From an optimization exercise on the open Yosys and OpenROAD flow, aimed at small area and a short achievable clock period; shortcuts taken in it are not production practice. No run shown here included a check of the RTL's function; only the layout flow was run. Power is estimated from default activity; no workload was simulated.

## flow/config.mk

```make
export PLATFORM = sky130hd
export DESIGN_NAME = mac_array_2x2
export DESIGN_NICKNAME = mac_array_2x2
export VERILOG_FILES = /design/flow/design.v
export SDC_FILE = /design/flow/constraint.sdc
export NUM_CORES = 4
export LEC_CHECK = 0
export CAP_MARGIN = 20
export CORE_MARGIN = 2
export CORE_UTILIZATION = 40
export SETUP_SLACK_MARGIN = 2.3
export SLEW_MARGIN = 20
export SYNTH_HIERARCHICAL = 1
export SYNTH_MINIMUM_KEEP_SIZE = 0
```

## flow/constraint.sdc

```tcl
create_clock -name core_clock -period 6.5 [get_ports {clk}]
set_input_delay 1.3000 -clock core_clock [delete_from_list [all_inputs] [get_ports {clk}]]
set_output_delay 1.3000 -clock core_clock [all_outputs]
set_load 0.01 [all_outputs]
```

## flow/design.v

```verilog
package mac_pkg;
  localparam int DATA_W = 8;
  localparam int ACC_W  = 32;
  typedef logic signed [DATA_W-1:0] operand_t;
  typedef logic signed [ACC_W-1:0]  acc_t;
  typedef operand_t operand_arr_t [2][2];
  typedef acc_t     acc_arr_t     [2][2];
endpackage
module mac_pe
#(
  parameter int DATA_W = mac_pkg::DATA_W,
  parameter int ACC_W  = mac_pkg::ACC_W
) (
  input  logic                     clk,
  input  logic                     rst_n,
  input  logic                     en,
  input  logic                     clear,
  input  logic signed [DATA_W-1:0] a,
  input  logic signed [DATA_W-1:0] b,
  output logic signed [ACC_W-1:0]  acc
);
  logic [15:0] h_r;
  logic [5:0] s_r;
  logic        cl_r;
  logic [10:0] r0_r;
  logic [9:0] r1_r;
  wire g105 = r0_r[0] & r1_r[0];
  wire g106 = r0_r[1] & r1_r[1];
  wire g107 = r0_r[2] & r1_r[2];
  wire g108 = r0_r[3] & r1_r[3];
  wire g109 = r0_r[4] & r1_r[4];
  wire g110 = r0_r[5] & r1_r[5];
  wire g111 = r0_r[6] & r1_r[6];
  wire g112 = r0_r[7] & r1_r[7];
  wire g113 = r0_r[8] & r1_r[8];
  wire g114 = r0_r[9] & r1_r[9];
  wire p115 = r0_r[0] ^ r1_r[0];
  wire p116 = r0_r[1] ^ r1_r[1];
  wire p117 = r0_r[2] ^ r1_r[2];
  wire p118 = r0_r[3] ^ r1_r[3];
  wire p119 = r0_r[4] ^ r1_r[4];
  wire p120 = r0_r[5] ^ r1_r[5];
  wire p121 = r0_r[6] ^ r1_r[6];
  wire p122 = r0_r[7] ^ r1_r[7];
  wire p123 = r0_r[8] ^ r1_r[8];
  wire p124 = r0_r[9] ^ r1_r[9];
  wire G125 = g105 | (p115 & cl_r);
  wire P126 = p115 & 1'b0;
  wire G127 = g106 | (p116 & g105);
  wire P128 = p116 & p115;
  wire G129 = g107 | (p117 & g106);
  wire P130 = p117 & p116;
  wire G131 = g108 | (p118 & g107);
  wire P132 = p118 & p117;
  wire G133 = g109 | (p119 & g108);
  wire P134 = p119 & p118;
  wire G135 = g110 | (p120 & g109);
  wire P136 = p120 & p119;
  wire G137 = g111 | (p121 & g110);
  wire P138 = p121 & p120;
  wire G139 = g112 | (p122 & g111);
  wire P140 = p122 & p121;
  wire G141 = g113 | (p123 & g112);
  wire P142 = p123 & p122;
  wire G143 = g114 | (p124 & g113);
  wire P144 = p124 & p123;
  wire G145 = G127 | (P128 & cl_r);
  wire P146 = P128 & 1'b0;
  wire G147 = G129 | (P130 & G125);
  wire P148 = P130 & P126;
  wire G149 = G131 | (P132 & G127);
  wire P150 = P132 & P128;
  wire G151 = G133 | (P134 & G129);
  wire P152 = P134 & P130;
  wire G153 = G135 | (P136 & G131);
  wire P154 = P136 & P132;
  wire G155 = G137 | (P138 & G133);
  wire P156 = P138 & P134;
  wire G157 = G139 | (P140 & G135);
  wire P158 = P140 & P136;
  wire G159 = G141 | (P142 & G137);
  wire P160 = P142 & P138;
  wire G161 = G143 | (P144 & G139);
  wire P162 = P144 & P140;
  wire G163 = G149 | (P150 & cl_r);
  wire P164 = P150 & 1'b0;
  wire G165 = G151 | (P152 & G125);
  wire P166 = P152 & P126;
  wire G167 = G153 | (P154 & G145);
  wire P168 = P154 & P146;
  wire G169 = G155 | (P156 & G147);
  wire P170 = P156 & P148;
  wire G171 = G157 | (P158 & G149);
  wire P172 = P158 & P150;
  wire G173 = G159 | (P160 & G151);
  wire P174 = P160 & P152;
  wire G175 = G161 | (P162 & G153);
  wire P176 = P162 & P154;
  wire G177 = G171 | (P172 & cl_r);
  wire P178 = P172 & 1'b0;
  wire G179 = G173 | (P174 & G125);
  wire P180 = P174 & P126;
  wire G181 = G175 | (P176 & G145);
  wire P182 = P176 & P146;
  wire sum183 = p115 ^ cl_r;
  wire sum184 = p116 ^ G125;
  wire sum185 = p117 ^ G145;
  wire sum186 = p118 ^ G147;
  wire sum187 = p119 ^ G163;
  wire sum188 = p120 ^ G165;
  wire sum189 = p121 ^ G167;
  wire sum190 = p122 ^ G169;
  wire sum191 = p123 ^ G177;
  wire sum192 = p124 ^ G179;
  wire [15:0] lo_v = {sum192, sum191, sum190, sum189, sum188, sum187, sum186, sum185, sum184, sum183, s_r[5], s_r[4], s_r[3], s_r[2], s_r[1], s_r[0]};
  wire [15:0] hi_c0, hi_c1, hi_v;
  mac_hipre u_hipre (.h(h_r), .q(r0_r[10]), .hi0(hi_c0), .hi1(hi_c1));
  mac_hisel u_hisel (.hi0(hi_c0), .hi1(hi_c1), .c(G181), .hi(hi_v));
  wire [31:0] acc_v = {hi_v, lo_v};
  wire [7:0] ag = a & {8{en}};
  wire [63:0] pp;
  mac_pp u_pp (.a(ag), .b(b), .pp(pp));
  wire s1 = pp[5] ^ pp[12];
  wire c2 = pp[5] & pp[12];
  wire s3, c3;
  mac_fa u_fa3 (.x(pp[6]), .y(pp[13]), .z(pp[20]), .s(s3), .c(c3));
  wire s4 = pp[27] ^ pp[34];
  wire c5 = pp[27] & pp[34];
  wire s6, c6;
  mac_fa u_fa6 (.x(pp[7]), .y(pp[14]), .z(pp[21]), .s(s6), .c(c6));
  wire s7, c7;
  mac_fa u_fa7 (.x(pp[28]), .y(pp[35]), .z(pp[42]), .s(s7), .c(c7));
  wire s8 = pp[49] ^ pp[56];
  wire c9 = pp[49] & pp[56];
  wire s10 = ~(pp[15] ^ pp[22]);
  wire c11 = pp[15] | pp[22];
  wire s12, c12;
  mac_fa u_fa12 (.x(pp[29]), .y(pp[36]), .z(pp[43]), .s(s12), .c(c12));
  wire s13, c13;
  mac_fa u_fa13 (.x(pp[50]), .y(pp[57]), .z(lo_v[8]), .s(s13), .c(c13));
  wire s14, c14;
  mac_fa u_fa14 (.x(pp[23]), .y(pp[30]), .z(pp[37]), .s(s14), .c(c14));
  wire s15, c15;
  mac_fa u_fa15 (.x(pp[44]), .y(pp[51]), .z(pp[58]), .s(s15), .c(c15));
  wire s16, c16;
  mac_fa u_fa16 (.x(pp[31]), .y(pp[38]), .z(pp[45]), .s(s16), .c(c16));
  wire s17 = pp[3] ^ pp[10];
  wire c18 = pp[3] & pp[10];
  wire s19, c19;
  mac_fa u_fa19 (.x(pp[4]), .y(pp[11]), .z(pp[18]), .s(s19), .c(c19));
  wire s20 = pp[25] ^ pp[32];
  wire c21 = pp[25] & pp[32];
  wire s22, c22;
  mac_fa u_fa22 (.x(pp[19]), .y(pp[26]), .z(pp[33]), .s(s22), .c(c22));
  wire s23, c23;
  mac_fa u_fa23 (.x(pp[40]), .y(s1), .z(lo_v[5]), .s(s23), .c(c23));
  wire s24, c24;
  mac_fa u_fa24 (.x(pp[41]), .y(pp[48]), .z(c2), .s(s24), .c(c24));
  wire s25, c25;
  mac_fa u_fa25 (.x(s4), .y(s3), .z(lo_v[6]), .s(s25), .c(c25));
  wire s26, c26;
  mac_fa u_fa26 (.x(c5), .y(s8), .z(c3), .s(s26), .c(c26));
  wire s27, c27;
  mac_fa u_fa27 (.x(s6), .y(s7), .z(lo_v[7]), .s(s27), .c(c27));
  wire s28, c28;
  mac_fa u_fa28 (.x(c9), .y(c6), .z(c7), .s(s28), .c(c28));
  wire s29, c29;
  mac_fa u_fa29 (.x(s10), .y(s12), .z(s13), .s(s29), .c(c29));
  wire s30, c30;
  mac_fa u_fa30 (.x(c11), .y(c12), .z(s14), .s(s30), .c(c30));
  wire s31, c31;
  mac_fa u_fa31 (.x(s15), .y(lo_v[9]), .z(c13), .s(s31), .c(c31));
  wire s32, c32;
  mac_fa u_fa32 (.x(pp[52]), .y(pp[59]), .z(c14), .s(s32), .c(c32));
  wire s33, c33;
  mac_fa u_fa33 (.x(c15), .y(s16), .z(lo_v[10]), .s(s33), .c(c33));
  wire s34, c34;
  mac_fa u_fa34 (.x(pp[39]), .y(pp[46]), .z(pp[53]), .s(s34), .c(c34));
  wire s35, c35;
  mac_fa u_fa35 (.x(pp[60]), .y(c16), .z(lo_v[11]), .s(s35), .c(c35));
  wire s36, c36;
  mac_fa u_fa36 (.x(pp[47]), .y(pp[54]), .z(pp[61]), .s(s36), .c(c36));
  wire s37 = pp[2] ^ pp[9];
  wire c38 = pp[2] & pp[9];
  wire s39, c39;
  mac_fa u_fa39 (.x(pp[17]), .y(pp[24]), .z(s17), .s(s39), .c(c39));
  wire s40, c40;
  mac_fa u_fa40 (.x(c18), .y(s20), .z(s19), .s(s40), .c(c40));
  wire s41, c41;
  mac_fa u_fa41 (.x(c21), .y(c19), .z(s22), .s(s41), .c(c41));
  wire s42, c42;
  mac_fa u_fa42 (.x(c22), .y(s24), .z(c23), .s(s42), .c(c42));
  wire s43, c43;
  mac_fa u_fa43 (.x(c24), .y(s26), .z(c25), .s(s43), .c(c43));
  wire s44, c44;
  mac_fa u_fa44 (.x(c26), .y(s28), .z(c27), .s(s44), .c(c44));
  wire s45, c45;
  mac_fa u_fa45 (.x(c28), .y(s30), .z(s31), .s(s45), .c(c45));
  wire s46, c46;
  mac_fa u_fa46 (.x(s32), .y(c30), .z(s33), .s(s46), .c(c46));
  wire s47, c47;
  mac_fa u_fa47 (.x(s34), .y(c32), .z(c33), .s(s47), .c(c47));
  wire s48, c48;
  mac_fa u_fa48 (.x(c34), .y(s36), .z(lo_v[12]), .s(s48), .c(c48));
  wire s49, c49;
  mac_fa u_fa49 (.x(pp[55]), .y(pp[62]), .z(c36), .s(s49), .c(c49));
  wire s50 = pp[1] ^ pp[8];
  wire c51 = pp[1] & pp[8];
  wire s52, c52;
  mac_fa u_fa52 (.x(pp[16]), .y(s37), .z(lo_v[2]), .s(s52), .c(c52));
  wire s53, c53;
  mac_fa u_fa53 (.x(c38), .y(lo_v[3]), .z(s39), .s(s53), .c(c53));
  wire s54, c54;
  mac_fa u_fa54 (.x(c39), .y(lo_v[4]), .z(s40), .s(s54), .c(c54));
  wire s55, c55;
  mac_fa u_fa55 (.x(c40), .y(s41), .z(s23), .s(s55), .c(c55));
  wire s56, c56;
  mac_fa u_fa56 (.x(c41), .y(s25), .z(s42), .s(s56), .c(c56));
  wire s57, c57;
  mac_fa u_fa57 (.x(s27), .y(c42), .z(s43), .s(s57), .c(c57));
  wire s58, c58;
  mac_fa u_fa58 (.x(c43), .y(s44), .z(s29), .s(s58), .c(c58));
  wire s59, c59;
  mac_fa u_fa59 (.x(c44), .y(c29), .z(s45), .s(s59), .c(c59));
  wire s60, c60;
  mac_fa u_fa60 (.x(c31), .y(s46), .z(c45), .s(s60), .c(c60));
  wire s61, c61;
  mac_fa u_fa61 (.x(s35), .y(s47), .z(c46), .s(s61), .c(c61));
  wire s62, c62;
  mac_fa u_fa62 (.x(c35), .y(s48), .z(c47), .s(s62), .c(c62));
  wire s63, c63;
  mac_fa u_fa63 (.x(lo_v[13]), .y(s49), .z(c48), .s(s63), .c(c63));
  wire s64, c64;
  mac_fa u_fa64 (.x(pp[63]), .y(lo_v[14]), .z(c49), .s(s64), .c(c64));
  wire s65 = ~lo_v[15];
  wire g66 = pp[0] & lo_v[0];
  wire g67 = lo_v[1] & s50;
  wire g68 = s52 & c51;
  wire g69 = s53 & c52;
  wire g70 = s54 & c53;
  wire g71 = s55 & c54;
  wire p72 = pp[0] ^ lo_v[0];
  wire p73 = lo_v[1] ^ s50;
  wire p74 = s52 ^ c51;
  wire p75 = s53 ^ c52;
  wire p76 = s54 ^ c53;
  wire p77 = s55 ^ c54;
  wire G78 = g67 | (p73 & g66);
  wire P79 = p73 & p72;
  wire G80 = g68 | (p74 & g67);
  wire P81 = p74 & p73;
  wire G82 = g69 | (p75 & g68);
  wire P83 = p75 & p74;
  wire G84 = g70 | (p76 & g69);
  wire P85 = p76 & p75;
  wire G86 = g71 | (p77 & g70);
  wire P87 = p77 & p76;
  wire G88 = G80 | (P81 & g66);
  wire P89 = P81 & p72;
  wire G90 = G82 | (P83 & G78);
  wire P91 = P83 & P79;
  wire G92 = G84 | (P85 & G80);
  wire P93 = P85 & P81;
  wire G94 = G86 | (P87 & G82);
  wire P95 = P87 & P83;
  wire G96 = G92 | (P93 & g66);
  wire P97 = P93 & p72;
  wire G98 = G94 | (P95 & G78);
  wire P99 = P95 & P79;
  wire sum100 = p73 ^ g66;
  wire sum101 = p74 ^ G78;
  wire sum102 = p75 ^ G88;
  wire sum103 = p76 ^ G90;
  wire sum104 = p77 ^ G96;
  wire [5:0] s_n = {sum104, sum103, sum102, sum101, sum100, p72};
  wire cl_n = G98;
  wire [10:0] r0_n = {lo_v[15], s65, s64, s63, s62, s61, s60, s59, s58, s57, s56};
  wire [9:0] r1_n = {c64, c63, c62, c61, c60, c59, c58, c57, c56, c55};
  always_ff @(posedge clk) begin
    if (!rst_n || clear) begin
      h_r  <= '0;
      s_r  <= '0;
      cl_r <= 1'b0;
      r0_r <= 11'b10000000000;
      r1_r <= '0;
    end else begin
      h_r  <= hi_v;
      s_r  <= s_n;
      cl_r <= cl_n;
      r0_r <= r0_n;
      r1_r <= r1_n;
    end
  end
  assign acc = acc_v;
endmodule
module mac_fa (
  input  logic x,
  input  logic y,
  input  logic z,
  output logic s,
  output logic c
);
  assign {c, s} = x + y + z;
endmodule
module mac_hipre (
  input  logic [15:0] h,
  input  logic        q,
  output logic [15:0] hi0,
  output logic [15:0] hi1
);
  wire [15:0] h_m1 = h - 16'd1;
  wire [15:0] h_p1 = h + 16'd1;
  assign hi0 = q ? h : h_m1;
  assign hi1 = q ? h_p1 : h;
endmodule
module mac_hisel (
  input  logic [15:0] hi0,
  input  logic [15:0] hi1,
  input  logic        c,
  output logic [15:0] hi
);
  assign hi = c ? hi1 : hi0;
endmodule
module mac_pp (
  input  logic [7:0]  a,
  input  logic [7:0]  b,
  output logic [63:0] pp
);
  for (genvar i = 0; i < 8; i++) begin : g_i
    for (genvar j = 0; j < 8; j++) begin : g_j
      if ((i == 7) != (j == 7)) begin : g_inv
        assign pp[8*i+j] = ~(a[i] & b[j]);
      end else begin : g_pos
        assign pp[8*i+j] = a[i] & b[j];
      end
    end
  end
endmodule
module mac_array_2x2
#(
  parameter int DATA_W = mac_pkg::DATA_W,
  parameter int ACC_W  = mac_pkg::ACC_W
) (
  input  logic                  clk,
  input  logic                  rst_n,
  input  logic                  en,
  input  logic                  clear,
  input  logic [4*DATA_W-1:0]   a,
  input  logic [4*DATA_W-1:0]   b,
  output logic [4*ACC_W-1:0]    acc
);
  for (genvar gi = 0; gi < 2; gi++) begin : g_row
    for (genvar gj = 0; gj < 2; gj++) begin : g_col
      mac_pe #(
        .DATA_W (DATA_W),
        .ACC_W  (ACC_W)
      ) u_pe (
        .clk   (clk),
        .rst_n (rst_n),
        .en    (en),
        .clear (clear),
        .a     (a[(2*gi+gj)*DATA_W +: DATA_W]),
        .b     (b[(2*gi+gj)*DATA_W +: DATA_W]),
        .acc   (acc[(2*gi+gj)*ACC_W +: ACC_W])
      );
    end
  end
endmodule
```

## flow/flow/run.sh

```bash
#!/bin/bash
# Layout: the standard flow (standard.sh), with the port buffers that
# global placement inserts made plain buf_1 cells (the resizer sizes them up
# where timing needs it) instead of the delay buffers the resizer picks by
# default.  make's full output goes to standard.log; each ORFS step also keeps
# its own log under orfs/logs/.
set -euo pipefail
export BUFFER_PORTS_ARGS="-buffer_cell sky130_fd_sc_hd__buf_1"
bash standard.sh > standard.log 2>&1
```

## flow/standard.sh

```bash
#!/bin/bash
# synth_recipe.tcl (not shown) runs the flow's synth.tcl, then flattens the netlist and writes it again
# the make line also repeats each setting of config.mk as NAME=value (left out here)
make -C /OpenROAD-flow-scripts/flow DESIGN_CONFIG=/design/flow/config.mk WORK_HOME=/design/flow/orfs CLKGATE_MAP_FILE= SYNTH_SCRIPT=/design/flow/synth_recipe.tcl "${@:-finish}"
```

==> results of run 1 <==
final cells by class:
type	count	area share
Inverter	68	0.0135
Antenna cell	3	0.000397
Multi-Input combinational cell	1404	0.685
Tap cell	539	0.0357
Clock inverter	12	0.00835
Sequential cell	176	0.187
Timing Repair Buffer	208	0.0472
Clock buffer	19	0.0229
Yosys stat by module (local to each module, per instance), excerpt:
module / flops+latches / cells inside
mac_pp: 0 / 65
mac_fa: 0 / 1
mac_hipre: 0 / 89
mac_hisel: 0 / 18
where the power goes:
group	switching (mW)	internal (mW)
combinational	1.27	1.02
sequential	0.109	1.24
clock	0.484	0.603
total	1.87	2.86
cell families after synthesis:
family / count (synthesis) / synth area share
xor gates and xnor gates: 156 / 0.0812
DFF: 176 / 0.205
and+or+nand+nor: 736 / 0.246
muxes: 68 / 0.0530
AOI/OAI and AO/OA: 140 / 0.0550
buffers and inverters: 160 / 0.0518
adders and majority gates: 304 / 0.308
metal layers:
metal  GRT usage  vias to the layer above  share of wire  wire length [um]
met1       0.251                     6031           0.47             18600
met4      0.0648                        0          0.020               799
met3      0.0417                       33          0.041              1630
met5           0                        -              0                 0
li1            -                     5959              -                 -
met2       0.313                      200           0.47             18900
how the worst min path moves through the flow:
stage	slack, ns	depth (start not counted)	end
2_1_floorplan	0.62	2	g_row[0].g_col[0].u_pe.s_r[0]
3_3_place_gp	0.56	2	g_row[0].g_col[0].u_pe.s_r[0]
3_5_place_dp	0.56	2	g_row[1].g_col[0].u_pe.s_r[0]
4_1_cts	0.58	2	g_row[1].g_col[0].u_pe.s_r[0]
5_1_grt	0.62	2	g_row[1].g_col[1].u_pe.s_r[0]
6_report	0.58	2	g_row[1].g_col[0].u_pe.s_r[0]
repair_timing:
action / CTS / global route
pin swaps: 4 / 1
endpoints found under the setup margin: 64 / 60
setup buffers: 7 / 1
gates resized for setup: 11 / 36
flip-flops by register name, summed over array words and instances, names as in the netlist:
register,cells
g_row.g_col.u_pe.cl_r,4
g_row.g_col.u_pe.h_r,64
g_row.g_col.u_pe.r0_r,44
g_row.g_col.u_pe.r1_r,40
g_row.g_col.u_pe.s_r,24
cell usage after synthesis, types with 8 or more instances:
library cell / n / share of area
xnor2_1: 92 / 0.047
nor3_1: 12 / 0.0035
mux2_4: 40 / 0.035
buf_2: 12 / 0.0035
and2_1: 384 / 0.14
o21ai_0: 16 / 0.0047
fa_1: 200 / 0.23
buf_4: 40 / 0.017
nand2b_1: 12 / 0.0044
a31oi_1: 8 / 0.0029
dfxtp_1: 176 / 0.20
nand4_1: 28 / 0.010
xor2_1: 60 / 0.031
o21a_1: 8 / 0.0035
o211ai_1: 8 / 0.0035
mux2_2: 24 / 0.016
or4_4: 8 / 0.0052
buf_6: 8 / 0.0052
nor4_1: 8 / 0.0029
o21bai_1: 8 / 0.0035
nor2_1: 84 / 0.018
and3_1: 16 / 0.0058
nand3_1: 16 / 0.0047
inv_1: 68 / 0.015
ha_1: 104 / 0.076
a21oi_1: 48 / 0.014
clkbuf_1: 28 / 0.0061
a21o_1: 12 / 0.0052
nand2_1: 112 / 0.024
or3_2: 12 / 0.0052
critical path: stages (launching register included):
cell and delay, ns:
dfxtp_1 0.41, or3_4 0.38, or4_4 0.45, or4_4 0.51, xnor2_2 0.14, mux2_4 0.28
buf_1 0.13
layout by cell type, fill, tap and decap left out, drive strengths merged, types with 12 or more instances in the layout:
cell	synthesis	layout
nand3	16	16
o21ai	16	16
fa	200	200
mux2	64	64
a21o	12	12
and2	384	384
dfxtp	176	176
nand4	28	28
buf	64	208
nor3	12	12
and3	20	20
xnor2	96	96
ha	104	104
nand2	112	112
nor2	84	84
a21oi	48	48
inv	68	71
nand2b	12	12
or3	20	20
clkbuf	28	19
xor2	60	60
==> results by group, run 1 <==
Worst hold path
  • Hold Crit Class: register to register
  • Hold_sp: g_row[1].g_col[0].u_pe.s_r[0]

Clock tree
  • H-Tree Depth: 4
  • Root Buffer: clkbuf_16
  • Post-CTS Hold Fix Bufs: 0
  • Num Clock Sinks: 176
  • Max clock buf depth: 2
  • CTS Buf Count: 17
  • Clock slew at reported path FFs: 0.06 ns
  • CTS tree: done
  • Worst-Skew Late Latency: 0.49 ns

Route
  • DRC violations left: 0
  • WL final: 39900 um
  • Initial DRC Count: 495
  • Via count: 12.2k
  • Via/cell ratio: 5.03
  • Antenna Nets Post-Route: 0
  • Wire per inst: 16.4 um
  • Pre-antenna DRT Iters: 4

Logic synthesis
  • Synth Warn #: 7
  • Synthesized area: 0.0172 mm2
  • Syn Nets: 2112
  • Synth cell types: 52
  • Top FF cell, synth: dfxtp_1
  • Synth async-reset ratio: 0
  • Syn Inst Count: 1740
  • Count of state elements after synthesis: 176
  • Sequential share of the synthesized area: 0.205
  • Number of synthesized flops with an enable pin: 0
  • Avg Cell Area, Syn: 9.89 um2

Global routing
  • Largest net degree at the start of global routing: 42
  • Initial antenna violation count: 4
  • Number of global-route vias before repair: 12.9k
  • GRT Total Usage: 0.191
  • First-pass GRT wire length: 66700 um
  • GRT overflow: 0

Worst setup path
  • R2r startpoint: g_row[1].g_col[0].u_pe.r0_r[0]
  • R2R Path End: g_row[1].g_col[0].u_pe.r0_r[3]
  • Worst R2R Setup Slack: 3.14 ns
  • Crit Path Category: register to output port
  • Crit path from: g_row[1].g_col[0].u_pe.h_r[6]
  • Arr. time, crit path: 2.79 ns
  • Crit path to: acc[94]
  • CP max FO: 8
  • Crit. End Element: output port
  • FF-to-FF path depth: 9
  • WP data required: 5.20 ns
  • Startpoint Class: register

Final layout
  • Share of layout cells above drive strength 1: 0.107
  • Layout area overhead: 9.80%
  • Register area: 0.00353 mm2
  • Number of fillers in the final layout: 4133
  • Design area: 0.0189 mm2
  • Non-filler cells, final: 2429
  • Final core utilization: 0.447
  • Nets: 2247
  • Multi-input gate area in the final layout: 0.0129 mm2

Place
  • Number of port buffers: 195
  • Placer Congestion: 0.868
  • Dpl ws: 1.78 ns
  • Placed Cells incl. Taps: 2387
  • Post-DP HPWL: 31500 um
  • Dpl cell area: 0.0180 mm2

STA
  • Max transition margin: 0.580
  • Fin crit period: 4.09 ns
  • Final worst setup slack: 2.41 ns
  • Tcrit/Tclk final: 0.630
  • Fin Hold WS: 0.577 ns
  • Final setup fails: 0
  • Worst slew pin tran: 0.624 ns
  • RSZ-0062 raised after global routing: yes
  • Final hold vios: 0
  • Fin Clk Skew: 0.0108 ns
  • Setup TNS: 0 ns
  • F_max: 244 MHz
  • Slew Viols, Final: 0

Floorplanning
  • Core box area: 0.0422 mm2
  • Row cnt: 75
  • Die width: 211 um
  • Starting Density: 0.407
  • Chip height: 211 um
  • IO Count: 196
  • DIE AREA: 0.0447 mm2

Pwr
  • Overall Power: 4.72 mW
  • Peak supply drop: 0.163 mV
  • Power Density: 250 mW/mm2
  • Leakage Power: 8.40 nW

Outcome
  • Outcome: complete, no violations

Job
  • Maxcap violations: 0
==> run 2, diff against run 1 <==
--- a/flow/design.v
+++ b/flow/design.v
@@ -114,8 +114,8 @@
   wire sum192 = p124 ^ G179;
   wire [15:0] lo_v = {sum192, sum191, sum190, sum189, sum188, sum187, sum186, sum185, sum184, sum183, s_r[5], s_r[4], s_r[3], s_r[2], s_r[1], s_r[0]};
   wire [15:0] hi_c0, hi_c1, hi_v;
-  mac_hipre u_hipre (.h(h_r), .q(r0_r[10]), .hi0(hi_c0), .hi1(hi_c1));
-  mac_hisel u_hisel (.hi0(hi_c0), .hi1(hi_c1), .c(G181), .hi(hi_v));
+  mac_hipre u_hipre (.h(h_r), .q(r0_r[10]), .hi0_n(hi_c0), .hi1_n(hi_c1));
+  mac_hisel u_hisel (.hi0_n(hi_c0), .hi1_n(hi_c1), .c(G181), .hi(hi_v));
   wire [31:0] acc_v = {hi_v, lo_v};
   wire [7:0] ag = a & {8{en}};
   wire [63:0] pp;
@@ -305,21 +305,21 @@
 module mac_hipre (
   input  logic [15:0] h,
   input  logic        q,
-  output logic [15:0] hi0,
-  output logic [15:0] hi1
+  output logic [15:0] hi0_n,
+  output logic [15:0] hi1_n
 );
   wire [15:0] h_m1 = h - 16'd1;
   wire [15:0] h_p1 = h + 16'd1;
-  assign hi0 = q ? h : h_m1;
-  assign hi1 = q ? h_p1 : h;
+  assign hi0_n = ~(q ? h : h_m1);
+  assign hi1_n = ~(q ? h_p1 : h);
 endmodule
 module mac_hisel (
-  input  logic [15:0] hi0,
-  input  logic [15:0] hi1,
+  input  logic [15:0] hi0_n,
+  input  logic [15:0] hi1_n,
   input  logic        c,
   output logic [15:0] hi
 );
-  assign hi = c ? hi1 : hi0;
+  assign hi = ~(c ? hi1_n : hi0_n);
 endmodule
 module mac_pp (
   input  logic [7:0]  a,
--- a/flow/config.mk
+++ b/flow/config.mk
@@ -8,6 +8,7 @@
 export CAP_MARGIN = 20
 export CORE_MARGIN = 2
 export CORE_UTILIZATION = 40
+export CTS_BUF_LIST = sky130_fd_sc_hd__clkbuf_4 sky130_fd_sc_hd__clkbuf_8
 export SETUP_SLACK_MARGIN = 2.3
 export SLEW_MARGIN = 20
 export SYNTH_HIERARCHICAL = 1
==> run 2 against run 1 <==
Net effect:
- via count is 0.39% higher
- worst setup slack better by 0.038 ns
- die area is 1.0% lower
- global-route usage is 0.33 points lower
- clock power is 24% lower
- utilization is 0.74 points lower
- area after synthesis is 1.0% lower
- maximum frequency is 0.93% higher
- clock-buffer cell count is 4 higher
- critical path depth is 2 higher
- cell count is 0.21% lower
- sequential power hardly changed
- largest power group unchanged
- highest routed layer unchanged
==> results by group, run 2 <==
Clock tree
  • Root Buffer: clkbuf_8
  • H-Tree Depth: 4 (unchanged)
  • Post-CTS Hold Fix Bufs: 0 (unchanged)
  • CTS tree: done
  • Clock slew at reported path FFs: 0.10 ns (+0.04 ns)
  • Worst-Skew Late Latency: 0.57 ns (+0.08 ns)
  • CTS Buf Count: 17 (unchanged)
  • Max clock buf depth: 2 (unchanged)
  • Num Clock Sinks: 176 (unchanged)

Logic synthesis
  • Syn Inst Count: 1752 (+0.69%)
  • Synth async-reset ratio: 0 (unchanged)
  • Synthesized area: 0.0170 mm2 (-1.0%)
  • Top post-synthesis cells by area: fa_1, dfxtp_1, and2_1, ha_1, xnor2_1
  • Most frequent cells after synthesis: and2_1, fa_1, dfxtp_1
  • Number of synthesized flops with an enable pin: 0 (unchanged)
  • Synth cell types: 46 (-12%)
  • Top FF cell, synth: dfxtp_1
  • Avg Cell Area, Syn: 9.72 um2 (-1.7%)
  • Sequential share of the synthesized area: 0.207 (+0.00217)
  • Most frequent cell after synthesis: and2_1
  • Synth Warn #: 7 (unchanged)
  • Yosys top cell by area: fa_1
  • Syn Nets: 2124 (+0.57%)
  • Yosys top cell area share: 0.235 (+0.00246)
  • Count of state elements after synthesis: 176 (unchanged)

STA
  • Final hold vios: 0 (unchanged)
  • Tcrit/Tclk final: 0.624 (-0.00578)
  • Fin Hold WS: 0.583 ns (+0.00645 ns)
  • Max transition margin: 0.592 (+0.0121)
  • F_max: 246 MHz (+0.93%)
  • Setup TNS: 0 ns (unchanged)
  • Worst slew pin tran: 0.606 ns (-0.0180 ns)
  • RSZ-0062 raised after global routing: yes
  • Slew Viols, Final: 0 (unchanged)
  • Fin Clk Skew: 0.0172 ns (+0.00646 ns)
  • Final setup fails: 0 (unchanged)
  • Fin crit period: 4.06 ns (-0.0375 ns)

Pwr
  • Sw Ratio: 0.414 (+0.0194)
  • Power Density: 239 mW/mm2 (-4.6%)
  • Register share of total power: 0.307 (+0.022)
  • Internal power: 2.58 mW (-9.8%)
  • Clk pwr share: 0.187 (-0.043)
  • Gate power share: 0.506 (+0.021)
  • Leakage Power: 7.58 nW (-9.8%)
  • Peak supply drop: 0.216 mV (+33%)
  • Sw power: 1.82 mW (-2.3%)

Floorplanning
  • Core box area: 0.0419 mm2 (-0.67%)
  • Row cnt: 75 (unchanged)
  • Starting Density: 0.406 (-0.00156)
  • Die width: 210 um (-0.52%)
  • DIE AREA: 0.0442 mm2 (-1.0%)
  • IO Count: 196 (unchanged)
  • Chip height: 210 um (-0.52%)

Route
  • WL final: 39200 um (-1.8%)
  • Via count: 12.3k (+0.39%)
  • Initial DRC Count: 583 (+18%)
  • DRC violations left: 0 (unchanged)
  • Wire per inst: 16.2 um (-1.6%)
  • Via/cell ratio: 5.06 (+0.60%)
  • Antenna Nets Post-Route: 0 (unchanged)
  • Pre-antenna DRT Iters: 6 (+2)

Final layout
  • Largest Register: g_row.g_col.u_pe.h_r
  • Largest registers: g_row.g_col.u_pe.h_r: 64 flops, g_row.g_col.u_pe.r0_r: 44 flops, g_row.g_col.u_pe.r1_r: 40 flops
  • Most frequent cells in the layout: and2_1, fa_1, buf_1
  • N_diodes: 0 (-3)
  • Flip-flop count of the largest register after layout: 64 (unchanged)
  • Nets: 2244 (-0.13%)
  • Layout area overhead: 8.39%
  • Share of layout cells above drive strength 1: 0.0541 (-0.0524)
  • Most common cell after layout, fill and taps aside: and2_1

Worst hold path
  • Hold_sp: g_row[1].g_col[0].u_pe.s_r[0]
  • WHS Path Cells: 2 (unchanged)
  • Hold Crit Class: register to register
  • Worst Hold End: g_row[1].g_col[0].u_pe.s_r[0]

Worst setup path
  • Arr. time, crit path: 2.76 ns (-0.03 ns)
  • R2R Path End: g_row[1].g_col[0].u_pe.r0_r[3]
  • Worst R2R Setup Slack: 3.15 ns (about the same)
  • WP data required: 5.20 ns (about the same)
  • R2r startpoint: g_row[1].g_col[0].u_pe.r0_r[0]
  • Crit Path Category: register to output port
  • Crit. End Element: output port
  • FF-to-FF path depth: 9 (unchanged)
  • CP max FO: 16 (+8)
  • Startpoint Class: register

Global routing
  • First-pass GRT wire length: 65400 um (-2.0%)
  • Number of global-route vias before repair: 12.4k (-3.6%)
  • Initial antenna violation count: 0 (-4)
  • GRT overflow: 0 (unchanged)
  • GRT Total Usage: 0.188 (-0.00328)
  • Largest net degree at the start of global routing: 42 (unchanged)

Place
  • Post-DP HPWL: 31400 um (-0.25%)
  • Placer Congestion: 0.876 (+0.96%)
  • Number of port buffers: 195 (unchanged)

Outcome
  • Outcome: complete, no violations

Job
  • Maxcap violations: 0 (unchanged)
-- run 2: worst max-delay path: stages, from the launching register on --
cell      delay, ns
dfxtp_1        0.33
ha_1           0.32
a211oi_2       0.34
o21ai_1        0.18
a31oi_2        0.30
o21ai_4        0.08
buf_12         0.17
mux2i_1        0.27
buf_1          0.19
-- run 2: how the worst max path moves through the flow --
stage                                    start                            end  slack (ns)  depth (start not counted)
2_1_floorplan                             a[3]  g_row[0].g_col[0].u_pe.s_r[5]        2.48                         10
3_3_place_gp                                en  g_row[1].g_col[0].u_pe.s_r[5]        1.80                         11
3_5_place_dp                                en  g_row[0].g_col[1].u_pe.s_r[5]        1.64                         11
4_1_cts         g_row[0].g_col[1].u_pe.r0_r[2]                        acc[50]        2.30                          8
5_1_grt        g_row[0].g_col[0].u_pe.r0_r[10]                        acc[27]        2.22                          6
6_report        g_row[0].g_col[0].u_pe.r0_r[0]                        acc[26]        2.44                          8
-- run 2: repair_timing --
action | 4_1_cts | 5_1_grt
cloned | 0 | 0
pin swaps | 6 | 4
setup buffers | 5 | 1
resized for setup | 14 | 20
endpoints found under the setup margin | 65 | 61
-- run 2: per-module statistics from Yosys (local to each module, per instance), excerpt --
module | area [um2] | cells inside
mac_hisel | 191 | 18
mac_hipre | 626 | 92
mac_fa | 20.0 | 1
mac_pp | 370 | 65
-- run 2: cell families after synthesis --
family	Yosys count	synth area share
AO/OA/AOI/OAI	140	0.0565
XOR/XNOR	152	0.0782
adder cells (fa/ha/maj)	304	0.312
buffers and inverters	172	0.0556
flip-flops	176	0.207
multiplexers	72	0.0426
AND/OR/NAND/NOR	736	0.248
-- run 2: stage by stage --
step | worst slack (ns) | total power, mW | std cells | util | cell area [um2]
floorplan | 2.48 | 3.17 | 1752 | - | 17000
CTS | 2.30 | 4.49 | 2423 | 0.438 | 18400
detailed placement | 1.64 | 3.61 | 2386 | 0.424 | 17800
finish | 2.44 | 4.40 | 2424 | 0.440 | 18400
global route | 2.22 | 4.88 | 2424 | 0.440 | 18400
global placement | 1.80 | 3.57 | 2386 | 0.424 | 17800
-- run 2: final cells by class --
type / instances / area [um2]
fillers: 4114 / 23500
clock inverters: 9 / 108
clock buffers: 23 / 292
multi-input cells: 1404 / 12700
repair buffers: 205 / 862
well taps: 539 / 674
flip-flops and latches: 176 / 3530
inverters: 68 / 255
-- run 2: layer usage --
metal  wire length [um]  track usage  up-vias  part of all wire
met5                  0            0        -                 0
met4                697       0.0594        0             0.018
met3               2040       0.0480       36             0.052
met2              18200        0.296      240              0.47
met1              18200        0.254     6026              0.46
li1                   -            -     5969                 -
-- run 2: power by group through the flow --
stage | clock network (mW) | registers (mW) | logic [mW]
floorplan | 0 | 1.33 | 1.83
global placement | 0 | 1.37 | 2.19
detailed placement | 0 | 1.37 | 2.24
CTS | 0.869 | 1.35 | 2.27
global route | 0.904 | 1.37 | 2.60
finish | 0.823 | 1.35 | 2.23

## re-timing with driven ports
Ports are ideal in the flow. The routed layouts listed here were re-timed in OpenROAD.
Step 1 (the two cells are an assumption about what drives the block):
set clk [get_ports {clk}]
set_driving_cell -lib_cell sky130_fd_sc_hd__clkbuf_16 $clk
set_driving_cell -lib_cell sky130_fd_sc_hd__buf_2 [delete_from_list [all_inputs] $clk]
Step 2 times the ports against the registers' clock, not the clock port: input delays grow and output delays shrink by t, the midpoint of the rising clock arrivals with the driver on.
Three values: no drivers, after step 1, after step 2; two values: the first two.
run	t (ns)	setup WS [ns]	latest minus earliest clock arrival (ns)
run 1	0.538	2.406 / 2.350 / 1.909	0.013 / 0.013
run 2	0.611	2.443 / 2.392 / 1.867	0.021 / 0.021
After both steps every run listed still meets setup and hold. The setup slack of run 2, which loses most, moves by -0.051 ns with the drivers and by -0.576 ns with both steps.
